What follows belongs to an exercise in optimizing a design on an open flow for small area, a short achievable clock period and few clock cycles; a production flow would make more cautious choices.
Function was checked by simulation only, so behaviour that the tests miss may differ from the original.
Power and IR drop assume default switching activity.

## flow/design.v

```verilog
    localparam [19:0] POS_CAP  = 20'hFFFFF;
    localparam [15:0] LINE_CAP = 16'hFFFF;
    localparam TOK_W = 86;
    localparam BUN_W = 4 * TOK_W + 3;
    localparam [5:0] K_LPAREN  = 6'd0;
    localparam [5:0] K_RPAREN  = 6'd1;
    localparam [5:0] K_LBRACE  = 6'd2;
    localparam [5:0] K_RBRACE  = 6'd3;
    localparam [5:0] K_COMMA   = 6'd4;
    localparam [5:0] K_DOT     = 6'd5;
    localparam [5:0] K_MINUS   = 6'd6;
    localparam [5:0] K_PLUS    = 6'd7;
    localparam [5:0] K_SEMI    = 6'd8;
    localparam [5:0] K_SLASH   = 6'd9;
    localparam [5:0] K_STAR    = 6'd10;
    localparam [5:0] K_BANG    = 6'd11;
    localparam [5:0] K_EQUAL   = 6'd13;
    localparam [5:0] K_GREATER = 6'd15;
    localparam [5:0] K_LESS    = 6'd17;
    localparam [5:0] K_IDENT   = 6'd19;
    localparam [5:0] K_STRING  = 6'd20;
    localparam [5:0] K_NUMBER  = 6'd21;
    localparam [5:0] K_KW_BASE = 6'd22;
    localparam [5:0] K_END     = 6'd38;
    localparam [5:0] K_ERROR   = 6'd39;
    localparam [3:0] S_IDLE    = 4'd0;
    localparam [3:0] S_OP      = 4'd1;
    localparam [3:0] S_SLASH   = 4'd2;
    localparam [3:0] S_COMMENT = 4'd3;
    localparam [3:0] S_STR     = 4'd4;
    localparam [3:0] S_IDENT   = 4'd5;
    localparam [3:0] S_INT     = 4'd6;
    localparam [3:0] S_INTDOT  = 4'd7;
    localparam [3:0] S_FRAC    = 4'd8;
    function automatic is_digit(input [7:0] c);
        is_digit = (c >= 8'h30) && (c <= 8'h39);
    endfunction
    function automatic is_alpha(input [7:0] c);
        is_alpha = ((c >= 8'h61) && (c <= 8'h7A)) || ((c >= 8'h41) && (c <= 8'h5A)) ||
                   (c == 8'h5F);
    endfunction
    function automatic [5:0] op_kind(input [7:0] c, input paired);
        reg [5:0] k;
        begin
            k = K_BANG;
            if (c == "=") k = K_EQUAL;
            else if (c == ">") k = K_GREATER;
            else if (c == "<") k = K_LESS;
            op_kind = paired ? k + 6'd1 : k;
        end
    endfunction
    function automatic [5:0] word_kind(input [47:0] ww, input too_long);
        reg [5:0] k;
        begin
            k = K_IDENT;
            if (!too_long) begin
                if      (ww == "and")    k = K_KW_BASE + 6'd0;
                else if (ww == "class")  k = K_KW_BASE + 6'd1;
                else if (ww == "else")   k = K_KW_BASE + 6'd2;
                else if (ww == "false")  k = K_KW_BASE + 6'd3;
                else if (ww == "fun")    k = K_KW_BASE + 6'd4;
                else if (ww == "for")    k = K_KW_BASE + 6'd5;
                else if (ww == "if")     k = K_KW_BASE + 6'd6;
                else if (ww == "nil")    k = K_KW_BASE + 6'd7;
                else if (ww == "or")     k = K_KW_BASE + 6'd8;
                else if (ww == "print")  k = K_KW_BASE + 6'd9;
                else if (ww == "return") k = K_KW_BASE + 6'd10;
                else if (ww == "super")  k = K_KW_BASE + 6'd11;
                else if (ww == "this")   k = K_KW_BASE + 6'd12;
                else if (ww == "true")   k = K_KW_BASE + 6'd13;
                else if (ww == "var")    k = K_KW_BASE + 6'd14;
                else if (ww == "while")  k = K_KW_BASE + 6'd15;
            end
            word_kind = k;
        end
    endfunction
    function automatic [19:0] pos_inc(input [19:0] p);
        pos_inc = (p < POS_CAP) ? p + 20'd1 : p;
    endfunction
    function automatic [15:0] col_inc(input [15:0] c);
        col_inc = (c != 16'hFFFF) ? c + 16'd1 : c;
    endfunction
    function automatic [15:0] line_inc(input [15:0] l);
        line_inc = (l < LINE_CAP) ? l + 16'd1 : l;
    endfunction
    function automatic [BUN_W-1:0] push_tok(input [BUN_W-1:0] b, input [5:0] kind,
                                            input [19:0] start, input [19:0] len,
                                            input [15:0] line, input [15:0] col,
                                            input [7:0] bad);
        reg [BUN_W-1:0] r;
        reg [TOK_W-1:0] t;
        begin
            r = b;
            t = {kind, start, len, line, col, bad};
            case (b[2:0])
                3'd0: begin r[3 + 0*TOK_W +: TOK_W] = t; r[2:0] = 3'd1; end
                3'd1: begin r[3 + 1*TOK_W +: TOK_W] = t; r[2:0] = 3'd2; end
                3'd2: begin r[3 + 2*TOK_W +: TOK_W] = t; r[2:0] = 3'd3; end
                3'd3: begin r[3 + 3*TOK_W +: TOK_W] = t; r[2:0] = 3'd4; end
                default: ;
            endcase
            push_tok = r;
        end
    endfunction
`timescale 1ns / 1ps
module slx_front (
    input  logic              i_clk,
    input  logic              i_rst_n,
    input  logic              i_accept,
    input  logic [7:0]        i_ch,
    input  logic              i_final_byte,
    output logic [346:0]      o_bundle
);
    localparam [19:0] POS_CAP  = 20'hFFFFF;
    localparam [15:0] LINE_CAP = 16'hFFFF;
    localparam TOK_W = 86;
    localparam BUN_W = 4 * TOK_W + 3;
    localparam [5:0] K_LPAREN  = 6'd0;
    localparam [5:0] K_RPAREN  = 6'd1;
    localparam [5:0] K_LBRACE  = 6'd2;
    localparam [5:0] K_RBRACE  = 6'd3;
    localparam [5:0] K_COMMA   = 6'd4;
    localparam [5:0] K_DOT     = 6'd5;
    localparam [5:0] K_MINUS   = 6'd6;
    localparam [5:0] K_PLUS    = 6'd7;
    localparam [5:0] K_SEMI    = 6'd8;
    localparam [5:0] K_SLASH   = 6'd9;
    localparam [5:0] K_STAR    = 6'd10;
    localparam [5:0] K_BANG    = 6'd11;
    localparam [5:0] K_EQUAL   = 6'd13;
    localparam [5:0] K_GREATER = 6'd15;
    localparam [5:0] K_LESS    = 6'd17;
    localparam [5:0] K_IDENT   = 6'd19;
    localparam [5:0] K_STRING  = 6'd20;
    localparam [5:0] K_NUMBER  = 6'd21;
    localparam [5:0] K_KW_BASE = 6'd22;
    localparam [5:0] K_END     = 6'd38;
    localparam [5:0] K_ERROR   = 6'd39;
    localparam [3:0] S_IDLE    = 4'd0;
    localparam [3:0] S_OP      = 4'd1;
    localparam [3:0] S_SLASH   = 4'd2;
    localparam [3:0] S_COMMENT = 4'd3;
    localparam [3:0] S_STR     = 4'd4;
    localparam [3:0] S_IDENT   = 4'd5;
    localparam [3:0] S_INT     = 4'd6;
    localparam [3:0] S_INTDOT  = 4'd7;
    localparam [3:0] S_FRAC    = 4'd8;
    function automatic is_digit(input [7:0] c);
        is_digit = (c >= 8'h30) && (c <= 8'h39);
    endfunction
    function automatic is_alpha(input [7:0] c);
        is_alpha = ((c >= 8'h61) && (c <= 8'h7A)) || ((c >= 8'h41) && (c <= 8'h5A)) ||
                   (c == 8'h5F);
    endfunction
    function automatic [5:0] op_kind(input [7:0] c, input paired);
        reg [5:0] k;
        begin
            k = K_BANG;
            if (c == "=") k = K_EQUAL;
            else if (c == ">") k = K_GREATER;
            else if (c == "<") k = K_LESS;
            op_kind = paired ? k + 6'd1 : k;
        end
    endfunction
    function automatic [5:0] word_kind(input [47:0] ww, input too_long);
        reg [5:0] k;
        begin
            k = K_IDENT;
            if (!too_long) begin
                if      (ww == "and")    k = K_KW_BASE + 6'd0;
                else if (ww == "class")  k = K_KW_BASE + 6'd1;
                else if (ww == "else")   k = K_KW_BASE + 6'd2;
                else if (ww == "false")  k = K_KW_BASE + 6'd3;
                else if (ww == "fun")    k = K_KW_BASE + 6'd4;
                else if (ww == "for")    k = K_KW_BASE + 6'd5;
                else if (ww == "if")     k = K_KW_BASE + 6'd6;
                else if (ww == "nil")    k = K_KW_BASE + 6'd7;
                else if (ww == "or")     k = K_KW_BASE + 6'd8;
                else if (ww == "print")  k = K_KW_BASE + 6'd9;
                else if (ww == "return") k = K_KW_BASE + 6'd10;
                else if (ww == "super")  k = K_KW_BASE + 6'd11;
                else if (ww == "this")   k = K_KW_BASE + 6'd12;
                else if (ww == "true")   k = K_KW_BASE + 6'd13;
                else if (ww == "var")    k = K_KW_BASE + 6'd14;
                else if (ww == "while")  k = K_KW_BASE + 6'd15;
            end
            word_kind = k;
        end
    endfunction
    function automatic [19:0] pos_inc(input [19:0] p);
        pos_inc = (p < POS_CAP) ? p + 20'd1 : p;
    endfunction
    function automatic [15:0] col_inc(input [15:0] c);
        col_inc = (c != 16'hFFFF) ? c + 16'd1 : c;
    endfunction
    function automatic [15:0] line_inc(input [15:0] l);
        line_inc = (l < LINE_CAP) ? l + 16'd1 : l;
    endfunction
    function automatic [BUN_W-1:0] push_tok(input [BUN_W-1:0] b, input [5:0] kind,
                                            input [19:0] start, input [19:0] len,
                                            input [15:0] line, input [15:0] col,
                                            input [7:0] bad);
        reg [BUN_W-1:0] r;
        reg [TOK_W-1:0] t;
        begin
            r = b;
            t = {kind, start, len, line, col, bad};
            case (b[2:0])
                3'd0: begin r[3 + 0*TOK_W +: TOK_W] = t; r[2:0] = 3'd1; end
                3'd1: begin r[3 + 1*TOK_W +: TOK_W] = t; r[2:0] = 3'd2; end
                3'd2: begin r[3 + 2*TOK_W +: TOK_W] = t; r[2:0] = 3'd3; end
                3'd3: begin r[3 + 3*TOK_W +: TOK_W] = t; r[2:0] = 3'd4; end
                default: ;
            endcase
            push_tok = r;
        end
    endfunction
    logic [3:0]  r_mode, n_mode;
    logic [7:0]  r_pend, n_pend;
    logic [19:0] r_tb, n_tb;
    logic [19:0] r_pos, n_pos;
    logic [15:0] r_line, n_line;
    logic [15:0] r_col, n_col;
    logic [47:0] r_ww, n_ww;
    logic        r_wtl, n_wtl;
    logic [BUN_W-1:0] n_b;
    logic        n_do_idle;
    logic [19:0] n_dot_at;
    always_comb begin
        n_mode = r_mode; n_pend = r_pend; n_tb = r_tb; n_pos = r_pos;
        n_line = r_line; n_col = r_col; n_ww = r_ww; n_wtl = r_wtl;
        n_b = '0; n_do_idle = 1'b1; n_dot_at = '0;
        case (r_mode)
            S_OP: begin
                n_mode = S_IDLE;
                if (i_ch == "=") begin
                    n_pos = pos_inc(n_pos); n_col = col_inc(n_col);
                    n_b = push_tok(n_b, op_kind(r_pend, 1'b1), n_tb, n_pos - n_tb,
                                   n_line, n_col, 8'd0);
                    n_do_idle = 1'b0;
                end else begin
                    n_b = push_tok(n_b, op_kind(r_pend, 1'b0), n_tb, n_pos - n_tb,
                                   n_line, n_col, 8'd0);
                end
            end
            S_SLASH: begin
                if (i_ch == "/") begin
                    n_pos = pos_inc(n_pos); n_col = col_inc(n_col);
                    n_mode = S_COMMENT; n_do_idle = 1'b0;
                end else begin
                    n_mode = S_IDLE;
                    n_b = push_tok(n_b, K_SLASH, n_tb, n_pos - n_tb, n_line, n_col, 8'd0);
                end
            end
            S_COMMENT: begin
                if (i_ch != 8'h0A) begin
                    n_pos = pos_inc(n_pos); n_col = col_inc(n_col); n_do_idle = 1'b0;
                end else begin
                    n_mode = S_IDLE;
                end
            end
            S_STR: begin
                if (i_ch == 8'h0A) n_line = line_inc(n_line);
                n_pos = pos_inc(n_pos); n_col = col_inc(n_col);
                if (i_ch == "\"") begin
                    n_b = push_tok(n_b, K_STRING, n_tb, n_pos - n_tb, n_line, n_col, 8'd0);
                    n_mode = S_IDLE;
                end
                n_do_idle = 1'b0;
            end
            S_IDENT: begin
                if (is_alpha(i_ch) || is_digit(i_ch)) begin
                    if (n_ww[47:40] != 8'd0) n_wtl = 1'b1;
                    else n_ww = {n_ww[39:0], i_ch};
                    n_pos = pos_inc(n_pos); n_col = col_inc(n_col); n_do_idle = 1'b0;
                end else begin
                    n_mode = S_IDLE;
                    n_b = push_tok(n_b, word_kind(n_ww, n_wtl), n_tb, n_pos - n_tb,
                                   n_line, n_col, 8'd0);
                end
            end
            S_INT, S_FRAC: begin
                if (is_digit(i_ch)) begin
                    n_pos = pos_inc(n_pos); n_col = col_inc(n_col); n_do_idle = 1'b0;
                end else if (i_ch == "." && r_mode == S_INT) begin
                    n_mode = S_INTDOT; n_do_idle = 1'b0;
                end else begin
                    n_mode = S_IDLE;
                    n_b = push_tok(n_b, K_NUMBER, n_tb, n_pos - n_tb, n_line, n_col, 8'd0);
                end
            end
            S_INTDOT: begin
                if (is_digit(i_ch)) begin
                    n_pos = pos_inc(pos_inc(n_pos)); n_col = col_inc(col_inc(n_col));
                    n_mode = S_FRAC; n_do_idle = 1'b0;
                end else begin
                    n_mode = S_IDLE;
                    n_dot_at = n_pos;
                    n_b = push_tok(n_b, K_NUMBER, n_tb, n_pos - n_tb, n_line, n_col, 8'd0);
                    n_pos = pos_inc(n_pos); n_col = col_inc(n_col);
                    n_b = push_tok(n_b, K_DOT, n_dot_at, 20'd1, n_line, n_col, 8'd0);
                end
            end
            default: n_mode = S_IDLE;
        endcase
        if (n_do_idle) begin
            n_tb = n_pos;
            n_pos = pos_inc(n_pos); n_col = col_inc(n_col);
            case (i_ch)
                "(": n_b = push_tok(n_b, K_LPAREN, n_tb, n_pos - n_tb, n_line, n_col, 8'd0);
                ")": n_b = push_tok(n_b, K_RPAREN, n_tb, n_pos - n_tb, n_line, n_col, 8'd0);
                "{": n_b = push_tok(n_b, K_LBRACE, n_tb, n_pos - n_tb, n_line, n_col, 8'd0);
                "}": n_b = push_tok(n_b, K_RBRACE, n_tb, n_pos - n_tb, n_line, n_col, 8'd0);
                ",": n_b = push_tok(n_b, K_COMMA, n_tb, n_pos - n_tb, n_line, n_col, 8'd0);
                ".": n_b = push_tok(n_b, K_DOT, n_tb, n_pos - n_tb, n_line, n_col, 8'd0);
                "-": n_b = push_tok(n_b, K_MINUS, n_tb, n_pos - n_tb, n_line, n_col, 8'd0);
                "+": n_b = push_tok(n_b, K_PLUS, n_tb, n_pos - n_tb, n_line, n_col, 8'd0);
                ";": n_b = push_tok(n_b, K_SEMI, n_tb, n_pos - n_tb, n_line, n_col, 8'd0);
                "*": n_b = push_tok(n_b, K_STAR, n_tb, n_pos - n_tb, n_line, n_col, 8'd0);
                "!", "=", "<", ">": begin
                    n_pend = i_ch; n_mode = S_OP;
                end
                "/": n_mode = S_SLASH;
                "\"": n_mode = S_STR;
                " ", 8'h0D, 8'h09: ;
                8'h0A: begin
                    n_col = 16'd1; n_line = line_inc(n_line);
                end
                default: begin
                    if (is_digit(i_ch)) begin
                        n_mode = S_INT;
                    end else if (is_alpha(i_ch)) begin
                        n_ww = {40'd0, i_ch}; n_wtl = 1'b0; n_mode = S_IDENT;
                    end else begin
                        n_b = push_tok(n_b, K_ERROR, n_tb, 20'd1, n_line, n_col, i_ch);
                    end
                end
            endcase
        end
        if (i_final_byte) begin
            case (n_mode)
                S_OP: n_b = push_tok(n_b, op_kind(n_pend, 1'b0), n_tb, n_pos - n_tb,
                                     n_line, n_col, 8'd0);
                S_SLASH: n_b = push_tok(n_b, K_SLASH, n_tb, n_pos - n_tb, n_line, n_col, 8'd0);
                S_IDENT: n_b = push_tok(n_b, word_kind(n_ww, n_wtl), n_tb, n_pos - n_tb,
                                        n_line, n_col, 8'd0);
                S_INT, S_FRAC: n_b = push_tok(n_b, K_NUMBER, n_tb, n_pos - n_tb,
                                              n_line, n_col, 8'd0);
                S_INTDOT: begin
                    n_dot_at = n_pos;
                    n_b = push_tok(n_b, K_NUMBER, n_tb, n_pos - n_tb, n_line, n_col, 8'd0);
                    n_pos = pos_inc(n_pos); n_col = col_inc(n_col);
                    n_b = push_tok(n_b, K_DOT, n_dot_at, 20'd1, n_line, n_col, 8'd0);
                end
                default: ;
            endcase
            n_b = push_tok(n_b, K_END, n_pos, 20'd0, n_line, n_col, 8'd0);
            n_mode = S_IDLE; n_pend = '0; n_tb = '0; n_pos = '0;
            n_line = 16'd1; n_col = '0; n_ww = '0; n_wtl = 1'b0;
        end
    end
    assign o_bundle = n_b;
    always_ff @(posedge i_clk) begin
        if (!i_rst_n) begin
            r_mode <= S_IDLE; r_pend <= '0; r_tb <= '0; r_pos <= '0;
            r_line <= 16'd1; r_col <= '0; r_ww <= '0; r_wtl <= 1'b0;
        end else if (i_accept) begin
            r_mode <= n_mode; r_pend <= n_pend; r_tb <= n_tb; r_pos <= n_pos;
            r_line <= n_line; r_col <= n_col; r_ww <= n_ww; r_wtl <= n_wtl;
        end
    end
endmodule
`timescale 1ns / 1ps
module slx_queue (
    input  logic              i_clk,
    input  logic              i_rst_n,
    input  logic              i_push,
    input  logic [346:0]      i_bundle,
    input  logic              i_pop,
    output logic              o_full,
    output logic              o_head_valid,
    output logic [346:0]      o_head
);
    localparam [19:0] POS_CAP  = 20'hFFFFF;
    localparam [15:0] LINE_CAP = 16'hFFFF;
    localparam TOK_W = 86;
    localparam BUN_W = 4 * TOK_W + 3;
    localparam [5:0] K_LPAREN  = 6'd0;
    localparam [5:0] K_RPAREN  = 6'd1;
    localparam [5:0] K_LBRACE  = 6'd2;
    localparam [5:0] K_RBRACE  = 6'd3;
    localparam [5:0] K_COMMA   = 6'd4;
    localparam [5:0] K_DOT     = 6'd5;
    localparam [5:0] K_MINUS   = 6'd6;
    localparam [5:0] K_PLUS    = 6'd7;
    localparam [5:0] K_SEMI    = 6'd8;
    localparam [5:0] K_SLASH   = 6'd9;
    localparam [5:0] K_STAR    = 6'd10;
    localparam [5:0] K_BANG    = 6'd11;
    localparam [5:0] K_EQUAL   = 6'd13;
    localparam [5:0] K_GREATER = 6'd15;
    localparam [5:0] K_LESS    = 6'd17;
    localparam [5:0] K_IDENT   = 6'd19;
    localparam [5:0] K_STRING  = 6'd20;
    localparam [5:0] K_NUMBER  = 6'd21;
    localparam [5:0] K_KW_BASE = 6'd22;
    localparam [5:0] K_END     = 6'd38;
    localparam [5:0] K_ERROR   = 6'd39;
    localparam [3:0] S_IDLE    = 4'd0;
    localparam [3:0] S_OP      = 4'd1;
    localparam [3:0] S_SLASH   = 4'd2;
    localparam [3:0] S_COMMENT = 4'd3;
    localparam [3:0] S_STR     = 4'd4;
    localparam [3:0] S_IDENT   = 4'd5;
    localparam [3:0] S_INT     = 4'd6;
    localparam [3:0] S_INTDOT  = 4'd7;
    localparam [3:0] S_FRAC    = 4'd8;
    function automatic is_digit(input [7:0] c);
        is_digit = (c >= 8'h30) && (c <= 8'h39);
    endfunction
    function automatic is_alpha(input [7:0] c);
        is_alpha = ((c >= 8'h61) && (c <= 8'h7A)) || ((c >= 8'h41) && (c <= 8'h5A)) ||
                   (c == 8'h5F);
    endfunction
    function automatic [5:0] op_kind(input [7:0] c, input paired);
        reg [5:0] k;
        begin
            k = K_BANG;
            if (c == "=") k = K_EQUAL;
            else if (c == ">") k = K_GREATER;
            else if (c == "<") k = K_LESS;
            op_kind = paired ? k + 6'd1 : k;
        end
    endfunction
    function automatic [5:0] word_kind(input [47:0] ww, input too_long);
        reg [5:0] k;
        begin
            k = K_IDENT;
            if (!too_long) begin
                if      (ww == "and")    k = K_KW_BASE + 6'd0;
                else if (ww == "class")  k = K_KW_BASE + 6'd1;
                else if (ww == "else")   k = K_KW_BASE + 6'd2;
                else if (ww == "false")  k = K_KW_BASE + 6'd3;
                else if (ww == "fun")    k = K_KW_BASE + 6'd4;
                else if (ww == "for")    k = K_KW_BASE + 6'd5;
                else if (ww == "if")     k = K_KW_BASE + 6'd6;
                else if (ww == "nil")    k = K_KW_BASE + 6'd7;
                else if (ww == "or")     k = K_KW_BASE + 6'd8;
                else if (ww == "print")  k = K_KW_BASE + 6'd9;
                else if (ww == "return") k = K_KW_BASE + 6'd10;
                else if (ww == "super")  k = K_KW_BASE + 6'd11;
                else if (ww == "this")   k = K_KW_BASE + 6'd12;
                else if (ww == "true")   k = K_KW_BASE + 6'd13;
                else if (ww == "var")    k = K_KW_BASE + 6'd14;
                else if (ww == "while")  k = K_KW_BASE + 6'd15;
            end
            word_kind = k;
        end
    endfunction
    function automatic [19:0] pos_inc(input [19:0] p);
        pos_inc = (p < POS_CAP) ? p + 20'd1 : p;
    endfunction
    function automatic [15:0] col_inc(input [15:0] c);
        col_inc = (c != 16'hFFFF) ? c + 16'd1 : c;
    endfunction
    function automatic [15:0] line_inc(input [15:0] l);
        line_inc = (l < LINE_CAP) ? l + 16'd1 : l;
    endfunction
    function automatic [BUN_W-1:0] push_tok(input [BUN_W-1:0] b, input [5:0] kind,
                                            input [19:0] start, input [19:0] len,
                                            input [15:0] line, input [15:0] col,
                                            input [7:0] bad);
        reg [BUN_W-1:0] r;
        reg [TOK_W-1:0] t;
        begin
            r = b;
            t = {kind, start, len, line, col, bad};
            case (b[2:0])
                3'd0: begin r[3 + 0*TOK_W +: TOK_W] = t; r[2:0] = 3'd1; end
                3'd1: begin r[3 + 1*TOK_W +: TOK_W] = t; r[2:0] = 3'd2; end
                3'd2: begin r[3 + 2*TOK_W +: TOK_W] = t; r[2:0] = 3'd3; end
                3'd3: begin r[3 + 3*TOK_W +: TOK_W] = t; r[2:0] = 3'd4; end
                default: ;
            endcase
            push_tok = r;
        end
    endfunction
    logic [BUN_W-1:0] r_mem0, r_mem1;
    logic       r_wr, r_rd;
    logic [1:0] r_count;
    assign o_full       = (r_count == 2'd2);
    assign o_head_valid = (r_count != 2'd0);
    assign o_head       = r_rd ? r_mem1 : r_mem0;
    always_ff @(posedge i_clk) begin
        if (i_push && !r_wr) r_mem0 <= i_bundle;
        if (i_push && r_wr) r_mem1 <= i_bundle;
    end
    always_ff @(posedge i_clk) begin
        if (!i_rst_n) begin
            r_wr <= 1'b0; r_rd <= 1'b0; r_count <= '0;
        end else begin
            if (i_push) r_wr <= ~r_wr;
            if (i_pop) r_rd <= ~r_rd;
            r_count <= r_count + 2'(i_push) - 2'(i_pop);
        end
    end
endmodule
`timescale 1ns / 1ps
module slx_back (
    input  logic              i_clk,
    input  logic              i_rst_n,
    input  logic              i_head_valid,
    input  logic [346:0]      i_head,
    output logic              o_pop,
    input  logic              i_tok_ready,
    output logic              o_tok_valid,
    output logic [5:0]        o_tok_kind,
    output logic [19:0]       o_tok_start,
    output logic [19:0]       o_tok_len,
    output logic [15:0]       o_tok_line,
    output logic [15:0]       o_tok_col,
    output logic [7:0]        o_tok_bad,
    output logic              o_tok_last
);
    localparam [19:0] POS_CAP  = 20'hFFFFF;
    localparam [15:0] LINE_CAP = 16'hFFFF;
    localparam TOK_W = 86;
    localparam BUN_W = 4 * TOK_W + 3;
    localparam [5:0] K_LPAREN  = 6'd0;
    localparam [5:0] K_RPAREN  = 6'd1;
    localparam [5:0] K_LBRACE  = 6'd2;
    localparam [5:0] K_RBRACE  = 6'd3;
    localparam [5:0] K_COMMA   = 6'd4;
    localparam [5:0] K_DOT     = 6'd5;
    localparam [5:0] K_MINUS   = 6'd6;
    localparam [5:0] K_PLUS    = 6'd7;
    localparam [5:0] K_SEMI    = 6'd8;
    localparam [5:0] K_SLASH   = 6'd9;
    localparam [5:0] K_STAR    = 6'd10;
    localparam [5:0] K_BANG    = 6'd11;
    localparam [5:0] K_EQUAL   = 6'd13;
    localparam [5:0] K_GREATER = 6'd15;
    localparam [5:0] K_LESS    = 6'd17;
    localparam [5:0] K_IDENT   = 6'd19;
    localparam [5:0] K_STRING  = 6'd20;
    localparam [5:0] K_NUMBER  = 6'd21;
    localparam [5:0] K_KW_BASE = 6'd22;
    localparam [5:0] K_END     = 6'd38;
    localparam [5:0] K_ERROR   = 6'd39;
    localparam [3:0] S_IDLE    = 4'd0;
    localparam [3:0] S_OP      = 4'd1;
    localparam [3:0] S_SLASH   = 4'd2;
    localparam [3:0] S_COMMENT = 4'd3;
    localparam [3:0] S_STR     = 4'd4;
    localparam [3:0] S_IDENT   = 4'd5;
    localparam [3:0] S_INT     = 4'd6;
    localparam [3:0] S_INTDOT  = 4'd7;
    localparam [3:0] S_FRAC    = 4'd8;
    function automatic is_digit(input [7:0] c);
        is_digit = (c >= 8'h30) && (c <= 8'h39);
    endfunction
    function automatic is_alpha(input [7:0] c);
        is_alpha = ((c >= 8'h61) && (c <= 8'h7A)) || ((c >= 8'h41) && (c <= 8'h5A)) ||
                   (c == 8'h5F);
    endfunction
    function automatic [5:0] op_kind(input [7:0] c, input paired);
        reg [5:0] k;
        begin
            k = K_BANG;
            if (c == "=") k = K_EQUAL;
            else if (c == ">") k = K_GREATER;
            else if (c == "<") k = K_LESS;
            op_kind = paired ? k + 6'd1 : k;
        end
    endfunction
    function automatic [5:0] word_kind(input [47:0] ww, input too_long);
        reg [5:0] k;
        begin
            k = K_IDENT;
            if (!too_long) begin
                if      (ww == "and")    k = K_KW_BASE + 6'd0;
                else if (ww == "class")  k = K_KW_BASE + 6'd1;
                else if (ww == "else")   k = K_KW_BASE + 6'd2;
                else if (ww == "false")  k = K_KW_BASE + 6'd3;
                else if (ww == "fun")    k = K_KW_BASE + 6'd4;
                else if (ww == "for")    k = K_KW_BASE + 6'd5;
                else if (ww == "if")     k = K_KW_BASE + 6'd6;
                else if (ww == "nil")    k = K_KW_BASE + 6'd7;
                else if (ww == "or")     k = K_KW_BASE + 6'd8;
                else if (ww == "print")  k = K_KW_BASE + 6'd9;
                else if (ww == "return") k = K_KW_BASE + 6'd10;
                else if (ww == "super")  k = K_KW_BASE + 6'd11;
                else if (ww == "this")   k = K_KW_BASE + 6'd12;
                else if (ww == "true")   k = K_KW_BASE + 6'd13;
                else if (ww == "var")    k = K_KW_BASE + 6'd14;
                else if (ww == "while")  k = K_KW_BASE + 6'd15;
            end
            word_kind = k;
        end
    endfunction
    function automatic [19:0] pos_inc(input [19:0] p);
        pos_inc = (p < POS_CAP) ? p + 20'd1 : p;
    endfunction
    function automatic [15:0] col_inc(input [15:0] c);
        col_inc = (c != 16'hFFFF) ? c + 16'd1 : c;
    endfunction
    function automatic [15:0] line_inc(input [15:0] l);
        line_inc = (l < LINE_CAP) ? l + 16'd1 : l;
    endfunction
    function automatic [BUN_W-1:0] push_tok(input [BUN_W-1:0] b, input [5:0] kind,
                                            input [19:0] start, input [19:0] len,
                                            input [15:0] line, input [15:0] col,
                                            input [7:0] bad);
        reg [BUN_W-1:0] r;
        reg [TOK_W-1:0] t;
        begin
            r = b;
            t = {kind, start, len, line, col, bad};
            case (b[2:0])
                3'd0: begin r[3 + 0*TOK_W +: TOK_W] = t; r[2:0] = 3'd1; end
                3'd1: begin r[3 + 1*TOK_W +: TOK_W] = t; r[2:0] = 3'd2; end
                3'd2: begin r[3 + 2*TOK_W +: TOK_W] = t; r[2:0] = 3'd3; end
                3'd3: begin r[3 + 3*TOK_W +: TOK_W] = t; r[2:0] = 3'd4; end
                default: ;
            endcase
            push_tok = r;
        end
    endfunction
    logic [1:0]       r_idx;
    logic             r_valid;
    logic [TOK_W-1:0] r_tok;
    logic             r_last;
    logic             n_load;
    logic             n_is_last;
    logic [TOK_W-1:0] n_tok;
    assign n_load    = i_head_valid && (!r_valid || i_tok_ready);
    assign n_is_last = ({1'b0, r_idx} == i_head[2:0] - 3'd1);
    assign o_pop     = n_load && n_is_last;
    always_comb begin
        case (r_idx)
            2'd0:    n_tok = i_head[3 + 0*TOK_W +: TOK_W];
            2'd1:    n_tok = i_head[3 + 1*TOK_W +: TOK_W];
            2'd2:    n_tok = i_head[3 + 2*TOK_W +: TOK_W];
            default: n_tok = i_head[3 + 3*TOK_W +: TOK_W];
        endcase
    end
    always_ff @(posedge i_clk) begin
        if (!i_rst_n) begin
            r_valid <= 1'b0; r_idx <= '0;
        end else begin
            if (n_load) begin
                r_valid <= 1'b1;
                r_idx   <= n_is_last ? 2'd0 : r_idx + 2'd1;
            end else if (i_tok_ready) begin
                r_valid <= 1'b0;
            end
        end
    end
    always_ff @(posedge i_clk) begin
        if (n_load) begin
            r_tok  <= n_tok;
            r_last <= n_is_last;
        end
    end
    assign o_tok_valid = r_valid;
    assign o_tok_kind  = r_tok[85:80];
    assign o_tok_start = r_tok[79:60];
    assign o_tok_len   = r_tok[59:40];
    assign o_tok_line  = r_tok[39:24];
    assign o_tok_col   = r_tok[23:8];
    assign o_tok_bad   = r_tok[7:0];
    assign o_tok_last  = r_last;
endmodule
`timescale 1ns / 1ps
module script_lexer_tokenizer_unit (
    input  logic        i_clk,
    input  logic        i_rst_n,
    input  logic        i_byte_valid,
    output logic        o_byte_ready,
    input  logic [7:0]  i_byte_ch,
    input  logic        i_byte_final,
    output logic        o_tok_valid,
    input  logic        i_tok_ready,
    output logic [5:0]  o_tok_kind,
    output logic [19:0] o_tok_start,
    output logic [19:0] o_tok_len,
    output logic [15:0] o_tok_line,
    output logic [15:0] o_tok_col,
    output logic [7:0]  o_tok_bad,
    output logic        o_tok_last
);
    localparam [19:0] POS_CAP  = 20'hFFFFF;
    localparam [15:0] LINE_CAP = 16'hFFFF;
    localparam TOK_W = 86;
    localparam BUN_W = 4 * TOK_W + 3;
    localparam [5:0] K_LPAREN  = 6'd0;
    localparam [5:0] K_RPAREN  = 6'd1;
    localparam [5:0] K_LBRACE  = 6'd2;
    localparam [5:0] K_RBRACE  = 6'd3;
    localparam [5:0] K_COMMA   = 6'd4;
    localparam [5:0] K_DOT     = 6'd5;
    localparam [5:0] K_MINUS   = 6'd6;
    localparam [5:0] K_PLUS    = 6'd7;
    localparam [5:0] K_SEMI    = 6'd8;
    localparam [5:0] K_SLASH   = 6'd9;
    localparam [5:0] K_STAR    = 6'd10;
    localparam [5:0] K_BANG    = 6'd11;
    localparam [5:0] K_EQUAL   = 6'd13;
    localparam [5:0] K_GREATER = 6'd15;
    localparam [5:0] K_LESS    = 6'd17;
    localparam [5:0] K_IDENT   = 6'd19;
    localparam [5:0] K_STRING  = 6'd20;
    localparam [5:0] K_NUMBER  = 6'd21;
    localparam [5:0] K_KW_BASE = 6'd22;
    localparam [5:0] K_END     = 6'd38;
    localparam [5:0] K_ERROR   = 6'd39;
    localparam [3:0] S_IDLE    = 4'd0;
    localparam [3:0] S_OP      = 4'd1;
    localparam [3:0] S_SLASH   = 4'd2;
    localparam [3:0] S_COMMENT = 4'd3;
    localparam [3:0] S_STR     = 4'd4;
    localparam [3:0] S_IDENT   = 4'd5;
    localparam [3:0] S_INT     = 4'd6;
    localparam [3:0] S_INTDOT  = 4'd7;
    localparam [3:0] S_FRAC    = 4'd8;
    function automatic is_digit(input [7:0] c);
        is_digit = (c >= 8'h30) && (c <= 8'h39);
    endfunction
    function automatic is_alpha(input [7:0] c);
        is_alpha = ((c >= 8'h61) && (c <= 8'h7A)) || ((c >= 8'h41) && (c <= 8'h5A)) ||
                   (c == 8'h5F);
    endfunction
    function automatic [5:0] op_kind(input [7:0] c, input paired);
        reg [5:0] k;
        begin
            k = K_BANG;
            if (c == "=") k = K_EQUAL;
            else if (c == ">") k = K_GREATER;
            else if (c == "<") k = K_LESS;
            op_kind = paired ? k + 6'd1 : k;
        end
    endfunction
    function automatic [5:0] word_kind(input [47:0] ww, input too_long);
        reg [5:0] k;
        begin
            k = K_IDENT;
            if (!too_long) begin
                if      (ww == "and")    k = K_KW_BASE + 6'd0;
                else if (ww == "class")  k = K_KW_BASE + 6'd1;
                else if (ww == "else")   k = K_KW_BASE + 6'd2;
                else if (ww == "false")  k = K_KW_BASE + 6'd3;
                else if (ww == "fun")    k = K_KW_BASE + 6'd4;
                else if (ww == "for")    k = K_KW_BASE + 6'd5;
                else if (ww == "if")     k = K_KW_BASE + 6'd6;
                else if (ww == "nil")    k = K_KW_BASE + 6'd7;
                else if (ww == "or")     k = K_KW_BASE + 6'd8;
                else if (ww == "print")  k = K_KW_BASE + 6'd9;
                else if (ww == "return") k = K_KW_BASE + 6'd10;
                else if (ww == "super")  k = K_KW_BASE + 6'd11;
                else if (ww == "this")   k = K_KW_BASE + 6'd12;
                else if (ww == "true")   k = K_KW_BASE + 6'd13;
                else if (ww == "var")    k = K_KW_BASE + 6'd14;
                else if (ww == "while")  k = K_KW_BASE + 6'd15;
            end
            word_kind = k;
        end
    endfunction
    function automatic [19:0] pos_inc(input [19:0] p);
        pos_inc = (p < POS_CAP) ? p + 20'd1 : p;
    endfunction
    function automatic [15:0] col_inc(input [15:0] c);
        col_inc = (c != 16'hFFFF) ? c + 16'd1 : c;
    endfunction
    function automatic [15:0] line_inc(input [15:0] l);
        line_inc = (l < LINE_CAP) ? l + 16'd1 : l;
    endfunction
    function automatic [BUN_W-1:0] push_tok(input [BUN_W-1:0] b, input [5:0] kind,
                                            input [19:0] start, input [19:0] len,
                                            input [15:0] line, input [15:0] col,
                                            input [7:0] bad);
        reg [BUN_W-1:0] r;
        reg [TOK_W-1:0] t;
        begin
            r = b;
            t = {kind, start, len, line, col, bad};
            case (b[2:0])
                3'd0: begin r[3 + 0*TOK_W +: TOK_W] = t; r[2:0] = 3'd1; end
                3'd1: begin r[3 + 1*TOK_W +: TOK_W] = t; r[2:0] = 3'd2; end
                3'd2: begin r[3 + 2*TOK_W +: TOK_W] = t; r[2:0] = 3'd3; end
                3'd3: begin r[3 + 3*TOK_W +: TOK_W] = t; r[2:0] = 3'd4; end
                default: ;
            endcase
            push_tok = r;
        end
    endfunction
    logic [BUN_W-1:0] w_bundle;
    logic [BUN_W-1:0] w_head;
    logic    w_full;
    logic    w_head_valid;
    logic    w_pop;
    logic    w_accept;
    assign o_byte_ready = !w_full;
    assign w_accept     = i_byte_valid && !w_full;
    slx_front u_front (
        .i_clk        (i_clk),
        .i_rst_n      (i_rst_n),
        .i_accept     (w_accept),
        .i_ch         (i_byte_ch),
        .i_final_byte (i_byte_final),
        .o_bundle     (w_bundle)
    );
    slx_queue u_queue (
        .i_clk        (i_clk),
        .i_rst_n      (i_rst_n),
        .i_push       (w_accept && (w_bundle[2:0] != 3'd0)),
        .i_bundle     (w_bundle),
        .i_pop        (w_pop),
        .o_full       (w_full),
        .o_head_valid (w_head_valid),
        .o_head       (w_head)
    );
    slx_back u_back (
        .i_clk        (i_clk),
        .i_rst_n      (i_rst_n),
        .i_head_valid (w_head_valid),
        .i_head       (w_head),
        .o_pop        (w_pop),
        .i_tok_ready  (i_tok_ready),
        .o_tok_valid  (o_tok_valid),
        .o_tok_kind   (o_tok_kind),
        .o_tok_start  (o_tok_start),
        .o_tok_len    (o_tok_len),
        .o_tok_line   (o_tok_line),
        .o_tok_col    (o_tok_col),
        .o_tok_bad    (o_tok_bad),
        .o_tok_last   (o_tok_last)
    );
endmodule
```

## flow/run.sh

```bash
#!/bin/bash
# synth_recipe.tcl (not shown) runs the flow's synth.tcl, then flattens the netlist and writes it again
# the make line also repeats each setting of config.mk as NAME=value (left out here)
make -C /OpenROAD-flow-scripts/flow DESIGN_CONFIG=/design/flow/config.mk WORK_HOME=/design/flow/orfs CLKGATE_MAP_FILE= SYNTH_SCRIPT=/design/flow/synth_recipe.tcl finish
```

## flow/config.mk

```make
export PLATFORM = sky130hd
export DESIGN_NAME = script_lexer_tokenizer_unit
export DESIGN_NICKNAME = script_lexer_tokenizer_unit
export VERILOG_FILES = /design/flow/design.v
export SDC_FILE = /design/flow/constraint.sdc
export NUM_CORES = 4
export LEC_CHECK = 0
export CAP_MARGIN = 20
export CORE_MARGIN = 2
export CORE_UTILIZATION = 40
export SLEW_MARGIN = 20
```

## flow/constraint.sdc

```tcl
create_clock -name core_clock -period 11.0 [get_ports {i_clk}]
set_input_delay 2.2000 -clock core_clock [delete_from_list [all_inputs] [get_ports {i_clk}]]
set_output_delay 2.2000 -clock core_clock [all_outputs]
set_load 0.01 [all_outputs]
```

==> results.py <==
metrics = {
    "layout": {
        "seq_area_um2": 26300,
        "fillers": 13400,
        "mostFrequentLayoutCells": "781 x edfxtp_1, 453 x nand2_1, 406 x a21oi_1, 403 x o21ai_0, 402 x nor2_1",
        "layout-drive-gt1-share_pct": 11.2,
        "finish.utilization_pct": 45.7,
        "final_common_cell": "edfxtp_1",
        "final_area_um2": 63700,
        "final_nets": 5927,
        "stdcell_count": 7780,
        "multi_input_area_um2": 27200,
        "synthToLayoutAreaGrowth_pct": 13.4,
    },
    "logic_synthesis": {
        "synth_area_um2": 56200,
        "yosysTopAreaCell": "edfxtp_1",
        "synth_edf_count": 781,
        "syn_area_per_cell_um2": 9.76,
        "yosysUniqueCellTypes": 114,
        "synthFlopType": "edfxtp_1",
        "seq_area_frac_synth_pct": 46.7,
        "yosys.area.top_type_share_pct": 41.7,
        "async_reset_ff_share_pct": 0,
        "netlist_top_cells_area": "edfxtp_1 42%, dfxtp_1 5.0%, a21oi_1 3.6%, o21ai_0 3.6%, mux4_2 3.4%",
        "synthesis.instances": 5760,
        "ys_ff_latch": 921,
        "yosys_warnings": 3,
    },
    "placed_design": {
        "gp_congestion": 1.11,
        "dp_cells": 7588,
        "io_buffers": 101,
        "hpwlAfterDp_mm": 191,
        "pre_cts_ws_ps": 252,
        "post_dp_cell_area_um2": 60400,
    },
    "clock_network": {
        "cts_made_buffers": 98,
        "clkTransAtPathRegs_ps": 60,
        "cts_setup_buffers": 0,
        "root_buffer": "clkbuf_16",
        "clock_latency_ps": 760,
        "postCtsHoldBufs": 0,
        "cts_resized": 0,
        "cts_tree": "yes",
        "cts.path.max_buffers": 3,
        "htreeDepth": 3,
        "clock-sinks": 921,
    },
    "critical_path": {
        "endpoint_kind": "flip-flop",
        "worst_path_most_repeated_cell": "o21ai_0",
        "critical_path.max_fanout": 28,
        "rrSetupSlack_ps": 970,
        "worstPathArrival_ps": 10690,
        "startpoint_type": "primary input",
        "ff2ff_path_depth": 42,
        "r2r-end": "u_queue.r_mem1[145]",
        "cpMaxStageDelayCell": "clkdlybuf4s50_1",
        "worst-setup-path-type": "in2reg",
        "reg2reg_from": "u_front.r_pos[1]",
        "slowest_delay_ps": 500,
        "required_ps": 11510,
    },
    "global_route": {
        "antenna_found_initial": 19,
        "grt_use_total_pct": 35.7,
        "first_global_vias": 49500,
        "grt_pass1_wl_mm": 368,
        "grt_max_degree": 133,
        "grt-ovfl-total": 0,
    },
    "routing": {
        "vias": 53300,
        "wl_per_cell_um": 33.7,
        "ant_nets": 0,
        "vias_per_cell": 6.85,
        "drt_iter0_drc": 9204,
        "drc": 0,
        "firstDrtPassIters": 9,
        "wl_mm": 262,
    },
    "power": {
        "power_mw": 12.0,
        "power_density_nw_per_um2": 189,
        "leakage_nw": 21.5,
        "worst_ir_drop_vdd_v": 0.000144,
    },
    "sta": {
        "drv_slew": 0,
        "tightest_slew_ps": 1230,
        "fin_tns_setup_ps": 0,
        "skew_ps": 46.7,
        "setup_violations": 0,
        "hold_viol": 0,
        "max_slew_margin_pct": 17.7,
        "timing.fmax_ghz": 0.0982,
        "setup_ws_ps": 817,
        "timing.final.crit_share_pct": 92.6,
        "hold_slack_ps": 466,
        "rsz0062_at_grt": "false",
        "finalCriticalPeriod_ps": 10180,
    },
    "min_path": {
        "hold_depth": 2,
        "hold_end": "u_front.r_pend[4]",
        "min-delay-start": "u_front.r_pend[4]",
        "hold_class": "reg2reg",
    },
    "floorplan": {
        "die-area_um2": 144000,
        "die_h_um": 379,
        "core_um2": 140000,
        "ioPinCount": 102,
        "dieWidth_um": 379,
        "start_util_pct": 40.3,
        "rows": 137,
    },
    "run": {
        "cap_violations": 0,
    },
    "run_status": {
        "status": "complete, no violations",
    },
}
## metal layers
layer	up-vias	global-route usage, %	part of all wire [%]
met4	26	16.3	5.3
met2	3809	49.7	40
met1	26300	50.1	41
met3	767	11.4	13
met5	-	0.892	0.11
li1	22400	-	-
## flip-flops by register name, indices dropped and copies added, names as in the netlist, 2 cells and up
name	cells
u_queue.r_count	2
u_back.r_tok	86
u_back.r_idx	2
u_front.r_mode	4
u_front.r_pend	8
u_queue.r_mem0	347
u_front.r_ww	48
u_front.r_tb	20
u_queue.r_mem1	347
u_front.r_pos	20
u_front.r_line	16
u_front.r_col	16
## layout make-up
cell class / instances / share of cell area (%)
well taps: 1876 / 3.68
clock inverters: 62 / 1.07
diodes: 6 / 0.0236
flip-flops and latches: 921 / 41.2
clock buffers: 123 / 4.10
multi-input cells: 4072 / 42.7
inverters: 323 / 1.91
repair buffers: 397 / 5.27
## critical path: cells and delay by family
family	cells	cell delay, ps
compound gates	18	3620
simple gates	9	1720
buf+inv	7	1400
fa+ha+maj	4	1280
xor+xnor	1	400
mux	1	70
## synth_stat cells (43+ instances only)
master	number
nand4_1	68
clkbuf_1	374
mux2i_1	44
nor2b_1	112
o22ai_1	129
a21oi_1	408
and3_1	62
a222oi_1	180
xnor2_1	125
nand3_1	171
nor2_1	412
and2_1	101
dfxtp_1	140
nor3_1	141
nand2_1	455
a211oi_1	57
o21ai_0	407
mux4_2	86
edfxtp_1	781
o221ai_1	48
ha_1	97
inv_1	313
nor4_1	63
a221oi_1	43
a22oi_1	129
## kinds of logic (layout without fill, tap and decap cells)
logic type,after synthesis,count (layout),synth area share (%)
AOI/OAI and AO/OA,1840,1840,22.3
and+or+nand+nor,1817,1817,16.3
DFF,921,921,46.7
buffers and inverters,768,905,5.27
xor gates and xnor gates,163,163,2.54
muxes,149,149,4.61
adders and majority gates,101,101,2.30
other,1,8,0.00667
## worst max-delay path by stage
stage                             from             endpoint  slack (ps)  cells past startpoint
after CTS                 i_byte_ch[1]  u_queue.r_mem0[145]         980                     35
after global routing      i_byte_ch[0]   u_queue.r_mem0[62]         160                     36
after global placement    i_byte_ch[1]   u_queue.r_mem0[61]         330                     35
after detailed placement  i_byte_ch[1]  u_queue.r_mem0[145]         250                     35
after floorplan           i_byte_ch[6]    u_queue.r_mem0[0]           4                     12
final                     i_byte_ch[0]  u_queue.r_mem1[145]         820                     40
## where the power goes
part | total (mW) | switching, mW | internal [mW]
registers | 4.85 | 0.217 | 4.64
logic | 3.79 | 2.45 | 1.33
clock network | 3.41 | 1.51 | 1.90
Testbench counts, summed over its fixed seeds: cycles 22,796.

[static timing again, ports no longer ideal]
In the flow no input, the clock included, has a driving cell. The finished layout below was timed again as built, in two steps. Step 1, drivers: a clkbuf_16 drives i_clk and a buf_2 each remaining input, both assumed. Step 2 adds t to the input delays and takes it off the output delays; t is the mean of the earliest and latest rising clock arrival at the registers after step 1. Input paths then give back, and output paths get back, about the clock's delay inside the block. Slacks: ideal ports / drivers / drivers and shift; pairs: ideal ports / drivers.
shift t [ns]: 0.828
setup slack, ns: 0.817 / 0.880 / 0.052
hold slack, ns: 0.466 / 0.466 / 0.466
clock arrival spread, ns: 0.048 / 0.048
worst data-port slew with drivers (ns): 0.06
After both steps this run still meets setup and hold. For this run, drivers alone change the setup slack by +0.063 ns; drivers and shift together by -0.765 ns.
